This is an optimization exercise on Yosys and OpenROAD, whose aim is small area, a short achievable clock period and few clock cycles per item, not a production implementation. For this run, only the layout was checked, not whether the RTL still works. No activity file was given, so power comes from the tool's default toggle rates.

File: design/flow/run.sh
#!/bin/bash
# synth_recipe.tcl (not shown) runs the flow's synth.tcl, then flattens the netlist and writes it again
# the make line also repeats each setting of config.mk as NAME=value (left out here)
make -C /OpenROAD-flow-scripts/flow DESIGN_CONFIG=/design/flow/config.mk WORK_HOME=/design/flow/orfs CLKGATE_MAP_FILE= SYNTH_SCRIPT=/design/flow/synth_recipe.tcl finish
File: design/flow/config.mk
export PLATFORM = sky130hd
export DESIGN_NAME = servo_pulse_pwm_two_channel
export DESIGN_NICKNAME = servo_pulse_pwm_two_channel
export VERILOG_FILES = /design/flow/design.v
export SDC_FILE = /design/flow/constraint.sdc
export NUM_CORES = 4
export LEC_CHECK = 0
export CAP_MARGIN = 20
export CORE_MARGIN = 2
export CORE_UTILIZATION = 40
export SLEW_MARGIN = 20
File: design/flow/constraint.sdc
create_clock -name core_clock -period 7.0 [get_ports {clk}]
set_input_delay 1.4000 -clock core_clock [delete_from_list [all_inputs] [get_ports {clk}]]
set_output_delay 1.4000 -clock core_clock [all_outputs]
set_load 0.01 [all_outputs]
File: design/flow/design.v
package spp_pkg;
  localparam int US_W  = 12;
  localparam int VAL_W = 16;
  localparam int CNT_W = 16;
  localparam int IDX_W = 3;
  typedef enum logic [1:0] {
    CMD_TICK = 2'd0,
    CMD_AUTO = 2'd1,
    CMD_US   = 2'd2
  } cmd_t;
  typedef enum logic [1:0] {
    CH_A    = 2'd0,
    CH_B    = 2'd1,
    CH_BOTH = 2'd2
  } chan_t;
  localparam logic [IDX_W-1:0] REG_MIN_A = 3'd0;
  localparam logic [IDX_W-1:0] REG_MAX_A = 3'd1;
  localparam logic [IDX_W-1:0] REG_MIN_B = 3'd2;
  localparam logic [IDX_W-1:0] REG_MAX_B = 3'd3;
  localparam logic [IDX_W-1:0] REG_EN_A  = 3'd4;
  localparam logic [IDX_W-1:0] REG_EN_B  = 3'd5;
  localparam logic [US_W-1:0] MIN_RESET = 12'd544;
  localparam logic [US_W-1:0] MAX_RESET = 12'd2400;
  typedef struct packed {
    logic s2;
    logic s3;
  } stage_en_t;
  typedef struct packed {
    logic       load;
    logic [1:0] cmd;
    logic [1:0] channel;
  } upd_ctl_t;
endpackage
module servo_pulse_pwm_two_channel #(
  parameter int TICKS_PER_US = 16,
  parameter int MAX_ANGLE    = 180
) (
  input  logic         clk,
  input  logic         rst,
  input  logic         cfg_valid,
  output logic         cfg_ready,
  input  logic [2:0]   cfg_index,
  input  logic [11:0]  cfg_data,
  input  logic         item_valid,
  output logic         item_ready,
  input  logic [1:0]   item_cmd,
  input  logic [1:0]   item_channel,
  input  logic [15:0]  item_value,
  output logic         result_valid,
  input  logic         result_ready,
  output logic         result_pwm_a,
  output logic         result_pwm_b,
  output logic [15:0]  result_count
);
  logic [11:0] min_a, max_a, min_b, max_b;
  logic        enable_a, enable_b;
  logic [15:0] counter;
  logic [11:0] act_a, act_b;      
  logic        le_a, le_b;        
  logic [13:0] pend_a, pend_b;    
  logic        need_a, need_b;    
  logic        busy, cur, negf;
  logic [4:0]  step;
  logic [19:0] x;
  logic [1:0]  n;
  logic        hu;                
  logic        e1, e2;
  logic        irdy;
  assign cfg_ready = 1'b1;
  always_ff @(posedge clk) begin
    if (rst) begin
      min_a    <= spp_pkg::MIN_RESET;
      max_a    <= spp_pkg::MAX_RESET;
      min_b    <= spp_pkg::MIN_RESET;
      max_b    <= spp_pkg::MAX_RESET;
      enable_a <= 1'b0;
      enable_b <= 1'b0;
    end else if (cfg_valid) begin
      case (cfg_index)
        spp_pkg::REG_MIN_A: min_a    <= cfg_data;
        spp_pkg::REG_MAX_A: max_a    <= cfg_data;
        spp_pkg::REG_MIN_B: min_b    <= cfg_data;
        spp_pkg::REG_MAX_B: max_b    <= cfg_data;
        spp_pkg::REG_EN_A:  enable_a <= cfg_data[0];
        spp_pkg::REG_EN_B:  enable_b <= cfg_data[0];
        default: ;
      endcase
    end
  end
  logic        sel;
  logic [11:0] lo, hi, v;
  logic [13:0] pv;
  logic        below, above, angle, neg;
  logic [7:0]  ang;
  logic [11:0] addb;
  logic [12:0] sum;
  logic [11:0] w_simple, w_angle, q;
  logic [8:0]  macc;
  logic [6:0]  dt;
  logic        dge;
  logic [6:0]  dsub;
  logic        busy_any;
  assign busy_any = busy | need_a | need_b;
  assign sel = busy ? cur : !need_a;
  assign lo  = sel ? min_b  : min_a;
  assign hi  = sel ? max_b  : max_a;
  assign pv  = sel ? pend_b : pend_a;
  assign v   = pv[11:0];
  always_comb begin
    below    = !pv[12] && (v < lo);
    above    = pv[12] || (v > hi);
    angle    = pv[13] && below;
    ang      = (v > 12'(MAX_ANGLE)) ? 8'(MAX_ANGLE) : v[7:0];
    q        = x[13:2];
    addb     = busy ? q : ~hi;
    sum      = {1'b0, lo} + {1'b0, addb};
    neg      = sum[12];                        
    w_simple = below ? lo : (above ? hi : v);
    w_angle  = negf ? ((q == 12'd0) ? hi : lo) : sum[11:0];
    macc     = {1'b0, x[19:12]} + (x[0] ? {1'b0, ang} : 9'd0);
    dt       = {x[19:14], x[13]};
    dge      = dt >= 7'd45;
    dsub     = dt - 7'd45;
  end
  logic acc, take, rv, is_tick, is_wr, wr_a, wr_b;
  assign acc     = item_valid && irdy;
  assign is_tick = item_cmd == 2'd0;
  assign is_wr   = item_cmd == 2'd1 || item_cmd == 2'd2;
  assign wr_a    = acc && is_wr && (item_channel == 2'd0 || item_channel == 2'd2);
  assign wr_b    = acc && is_wr && (item_channel != 2'd0);
  logic        abort;
  logic        fin;
  assign abort = sel ? wr_b : wr_a;
  assign fin   = busy && step == 5'd24;
  logic [13:0] raw;
  assign raw = {item_cmd == 2'd1, |item_value[15:12], item_value[11:0]};
  always_ff @(posedge clk) begin
    if (rst) begin
      busy   <= 1'b0;
      need_a <= 1'b0;
      need_b <= 1'b0;
      pend_a <= '0;
      pend_b <= '0;
    end else begin
      if (!busy) begin
        if (need_a || need_b) begin
          if (sel) need_b <= 1'b0; else need_a <= 1'b0;
          if (angle) begin
            busy <= !abort;
          end else begin
            if (sel) pend_b <= {2'b00, w_simple};
            else     pend_a <= {2'b00, w_simple};
          end
        end
      end else begin
        if (fin) begin
          busy <= 1'b0;
          if (cur) pend_b <= {2'b00, w_angle};
          else     pend_a <= {2'b00, w_angle};
        end
        if (abort) busy <= 1'b0;
      end
      if (wr_a) begin
        pend_a <= raw;
        need_a <= 1'b1;
      end
      if (wr_b) begin
        pend_b <= raw;
        need_b <= 1'b1;
      end
    end
  end
  always_ff @(posedge clk) begin
    if (!busy) begin
      cur  <= sel;
      negf <= neg;
      step <= '0;
      x    <= {neg ? ang : 8'd0, neg ? sum[11:0] : ~sum[11:0]};
    end else begin
      step <= step + 5'd1;
      if (step < 5'd12) begin
        x <= {macc, x[11:1]};
      end else begin
        x <= {dge ? dsub[5:0] : dt[5:0], x[12:2], dge, x[1:0]};
      end
    end
  end
  assign rv   = (n != 2'd0) && !hu && (n[1] || !busy_any);
  assign take = rv && result_ready;
  logic [1:0] n1, n2;
  logic       hu1, e11, e21, hu2, e12, e22;
  logic       ap, wrap;
  logic [15:0] cnt_next;
  always_comb begin
    n1  = n - {1'b0, take};
    hu1 = take ? e1 : hu;
    e11 = take ? e2 : e1;
    e21 = e2;
    hu2 = hu1;
    e12 = e11;
    e22 = e21;
    if (acc) begin
      case (n1)
        2'd0:    hu2 = is_tick;
        2'd1:    e12 = is_tick;
        default: e22 = is_tick;
      endcase
    end
    n2   = n1 + {1'b0, acc};
    wrap = counter == 16'hFFFF;
    ap   = (n2 != 2'd0) && hu2 && !(wrap && busy_any);
    cnt_next = ap ? counter + 16'd1 : counter;
  end
  always_ff @(posedge clk) begin
    if (rst) begin
      n       <= '0;
      hu      <= 1'b0;
      e1      <= 1'b0;
      e2      <= 1'b0;
      irdy    <= 1'b1;
      counter <= '0;
      act_a   <= '0;
      act_b   <= '0;
      le_a    <= 1'b1;
      le_b    <= 1'b1;
    end else begin
      n    <= n2;
      hu   <= hu2 && !ap;
      e1   <= e12;
      e2   <= e22;
      irdy <= (n2 != 2'd3) &&
              !((cnt_next[15:2] == 14'h3FFF) &&
                (((n2 != 2'd0) && hu2 && !ap) || (n2[1] && e12)));
      counter <= cnt_next;
      if (ap) begin
        if (wrap) begin
          act_a <= pend_a[11:0];
          act_b <= pend_b[11:0];
          le_a  <= 1'b1;
          le_b  <= 1'b1;
        end else begin
          if (counter == {act_a, 4'b0000}) le_a <= 1'b0;
          if (counter == {act_b, 4'b0000}) le_b <= 1'b0;
        end
      end
    end
  end
  assign item_ready   = irdy;
  assign result_valid = rv;
  assign result_count = counter;
  assign result_pwm_a = enable_a && le_a;
  assign result_pwm_b = enable_b && le_b;
endmodule
==> impl_metrics.json <==
{
  "vias": 9364,
  "top_usage_layer": "met2",
  "r2r_start": "need_a",
  "synth_top_area_share_pct": 30.4,
  "cts-resized-gates": 0,
  "drive_above_1_share_pct": 6.40,
  "powerDensity_nw_per_um2": 250,
  "instances_no_fill": 1653,
  "fin_crit_sh_pct": 74.9,
  "die_h_um": 162,
  "crit_path_end_kind": "flip-flop",
  "cts-root-buf": "clkbuf_16",
  "grt_use_met1_pct": 33.6,
  "htree_levels": 4,
  "synth_area_um2": 10000,
  "clock-sinks": 156,
  "drt_first_pass_iters": 7,
  "worstMarginPinSlew_ns": 1.00,
  "crit_chain": "nor2_2 -> nor2_4 -> inv_2 -> mux2i_1 -> ha_1 -> a21oi_1 -> o21ai_0 -> nand4_1 -> o21ai_0 -> o31ai_4 -> nand3_1 -> o21ai_1 -> nand3_1 -> a21oi_1",
  "drt.antenna.violating_nets": 0,
  "setup_viol": 0,
  "ys.warnings.count": 1,
  "rrSetupSlack_ns": 1.76,
  "ctsHoldBuffers": 0,
  "numCtsBuffers": 17,
  "place_inst": 1621,
  "synth_top_cell_by_area": "dfxtp_1",
  "synth_edf_count": 4,
  "post-dp-hpwl_um": 22400,
  "fillers": 2451,
  "routabilityCongestion": 0.939,
  "synthFlopType": "dfxtp_1",
  "drv_slew": 0,
  "placement.io_buffers": 59,
  "internal_power_mw": 1.87,
  "die-area_um2": 26300,
  "crit_path_top_delay_cell": "o21ai_1",
  "finalSetupTns_ns": 0,
  "grt_first_pass_wirelength_um": 48000,
  "critical_path_buf_inv_count": 1,
  "synthCells": 1311,
  "p_leak_nw": 4.62,
  "crit_arrival_ns": 5.60,
  "p_sw_uw": 976,
  "rows": 57,
  "grt_util_all_layers_pct": 23.3,
  "drt_wl_total_um": 30500,
  "p_comb_share_pct": 26.7,
  "seqPwrFrac_pct": 36.6,
  "swShare_pct": 34.2,
  "nets": 1406,
  "antenna_found_initial": 0,
  "grt_pass1_vias": 8433,
  "clock_path_buffers": 2,
  "crit_required_ns": 7.35,
  "worstHoldStart": "le_a",
  "cp-start-kind": "flip-flop",
  "area_delta_synth_final_pct": 13.6,
  "synthTopCellsByCount": "nand2_1, dfxtp_1, nor2_1",
  "grt_max_degree": 91,
  "synth-async-reset-ratio_pct": 0,
  "overflow": 0,
  "drv_cap": 0,
  "status": "complete, no violations",
  "clkPwrFrac_pct": 36.7,
  "drt_iter0_markers": 892,
  "drc": 0,
  "synth_seq_cells": 156,
  "die_w_um": 162,
  "grtUsageMet2_pct": 34.5,
  "path_class": "flip-flop to flip-flop",
  "min_period_ns": 5.24,
  "max-vdd-ir-drop_mv": 0.173,
  "initial_core_util_pct": 40.9,
  "synth-seq-area-share_pct": 31.6,
  "hold_viol_final": 0,
  "antenna-diode-count": 0,
  "avgViaCountPerCell": 5.66,
  "ys_types": 81,
  "synth.most_common_cell": "nand2_1",
  "synth_area_leaders": "dfxtp_1, nand2_1, ha_1, nor2_1, mux2i_1",
  "met3_usage_pct": 4.42,
  "critPathMaxFanout": 34,
  "ios": 61,
  "fmaxAchievable_mhz": 191,
  "cp_top_family": "compound AO/OA/AOI/OAI gates",
  "rsz0062_at_grt": "false",
  "clk_pin_slew_ns": 0.07,
  "fin_skew_ns": 0.0190,
  "timing.slew.headroom_pct": 32.9,
  "syn_avg_cell_area_um2": 7.64,
  "cts_tree": "built",
  "clock_latency_ns": 0.44,
  "worst_path_largest_cell_delay_ns": 0.88,
  "syn-num-nets": 1401,
  "wl_per_cell_um": 18.4,
  "crit_start": "need_a",
  "hp-class": "flip-flop to flip-flop",
  "post_cts_buffers": 0,
  "core_um2": 24500
}
==> power groups by stage <==
stage,combinational (mW),clock [mW],sequential (mW)
floorplan,0.554,0,1.03
global placement,0.741,0,1.06
detailed placement,0.746,0,1.06
CTS,0.752,1.05,1.04
global route,0.840,1.09,1.05
finish,0.759,1.05,1.04
==> cell usage in the layout (no fill, tap or decap), types with 8 or more instances in the layout <==
master	instances
nand2_1	247
dfxtp_1	151
nor2_1	142
a21oi_1	86
clkdlybuf4s50_1	58
mux2i_1	53
xnor2_1	53
inv_1	52
o21ai_0	51
ha_1	48
nand3_1	40
xor2_1	28
nor3_1	23
a31oi_1	17
clkbuf_16	17
nor2b_1	15
nand4_1	15
o22ai_1	13
and3_1	12
mux2_2	11
a21o_1	11
o32ai_1	10
and2_1	9
o211ai_1	9
o31ai_2	9
o21ai_1	8
nor4_1	8
nand2b_1	8
==> final timing paths <==
path | endpoint | cells after the start
worst max-delay path | pend_b[13] | 14
worst min-delay path | le_a | 2
worst min register to register | le_a | 2
worst max register to register | pend_b[13] | 14
==> cell families (layout without fill, tap and decap cells) <==
group           after synthesis  after routing  share of synthesized area, %
flops                       156            156                          31.6
compound gates              269            269                          17.7
buf+inv                     135            153                          5.60
mux                          65             65                          6.76
xor+xnor                     82             82                          7.31
simple gates                548            548                          24.1
fa+ha+maj                    55             55                          6.89
other cells                   1              1                        0.0374
==> state kept, by name, indices dropped and copies added (netlist names), 2 cells and up <==
name,flops
x,20
counter,16
pend_a,14
pend_b,14
act_a,12
act_b,12
max_a,12
max_b,12
min_a,12
min_b,12
step,5
n,2
==> cell type report <==
class                      count  area, µm²  share of cell area (%)
clock buffer                  17        425                    3.74
clock inverter                15        229                    2.01
multi-input combinational   1020       6310                    55.4
timing repair buffer          66        638                    5.61
inverter                      55        206                    1.81
sequential                   156       3160                    27.8
tap                          324        405                    3.56
==> per-stage QoR <==
stage | total power [mW] | hold slack, ns | cell area, µm² | setup WS [ns] | util [%]
after global routing | 2.98 | 0.473 | 11400 | 1.32 | 46.5
after detailed placement | 1.81 | 0.439 | 10700 | 1.86 | 43.8
final | 2.85 | 0.455 | 11400 | 1.76 | 46.5
after floorplan | 1.58 | 0.414 | 10000 | 2.92 | -
after global placement | 1.80 | 0.428 | 10700 | 2.03 | 43.8
after CTS | 2.85 | 0.454 | 11400 | 1.84 | 46.5
==> layer usage <==
metal,wire length [µm],up-vias
li1,-,4534
met5,0,-
met2,13300,312
met1,14600,4459
met4,791,0
met3,1810,59
==> worst min-delay path, delay by kind of cell (launching register included) <==
| kind | cells | cell delay (ns) |
|---|---|---|
| and+or+nand+nor | 1 | 0.05 |
| DFF | 1 | 0.31 |
| AOI/OAI and AO/OA | 1 | 0.05 |

port drivers added, routing unchanged:
The flow's constraints put no driver on any port. The routed layout listed below was extracted and timed again, unchanged, in two steps.
Step 1 sets driving cells, clkbuf_16 on the clock port and buf_2 on the other inputs (assumed; they add their load-dependent delay and slew).
Step 2 also shifts input and output timing later by t, the mid clock arrival at the registers, as if the neighbouring blocks saw the same clock.
a / b / c = ideal / step 1 / step 2; a / b = the first two.
t (ns): 0.478
slack for setup (ns): 1.756 / 1.756 / 1.756
pins driven straight from the clock port: 1
After both steps this run still meets setup and hold. The setup slack of this run moves by 0.000 ns with the drivers and by 0.000 ns with both steps.
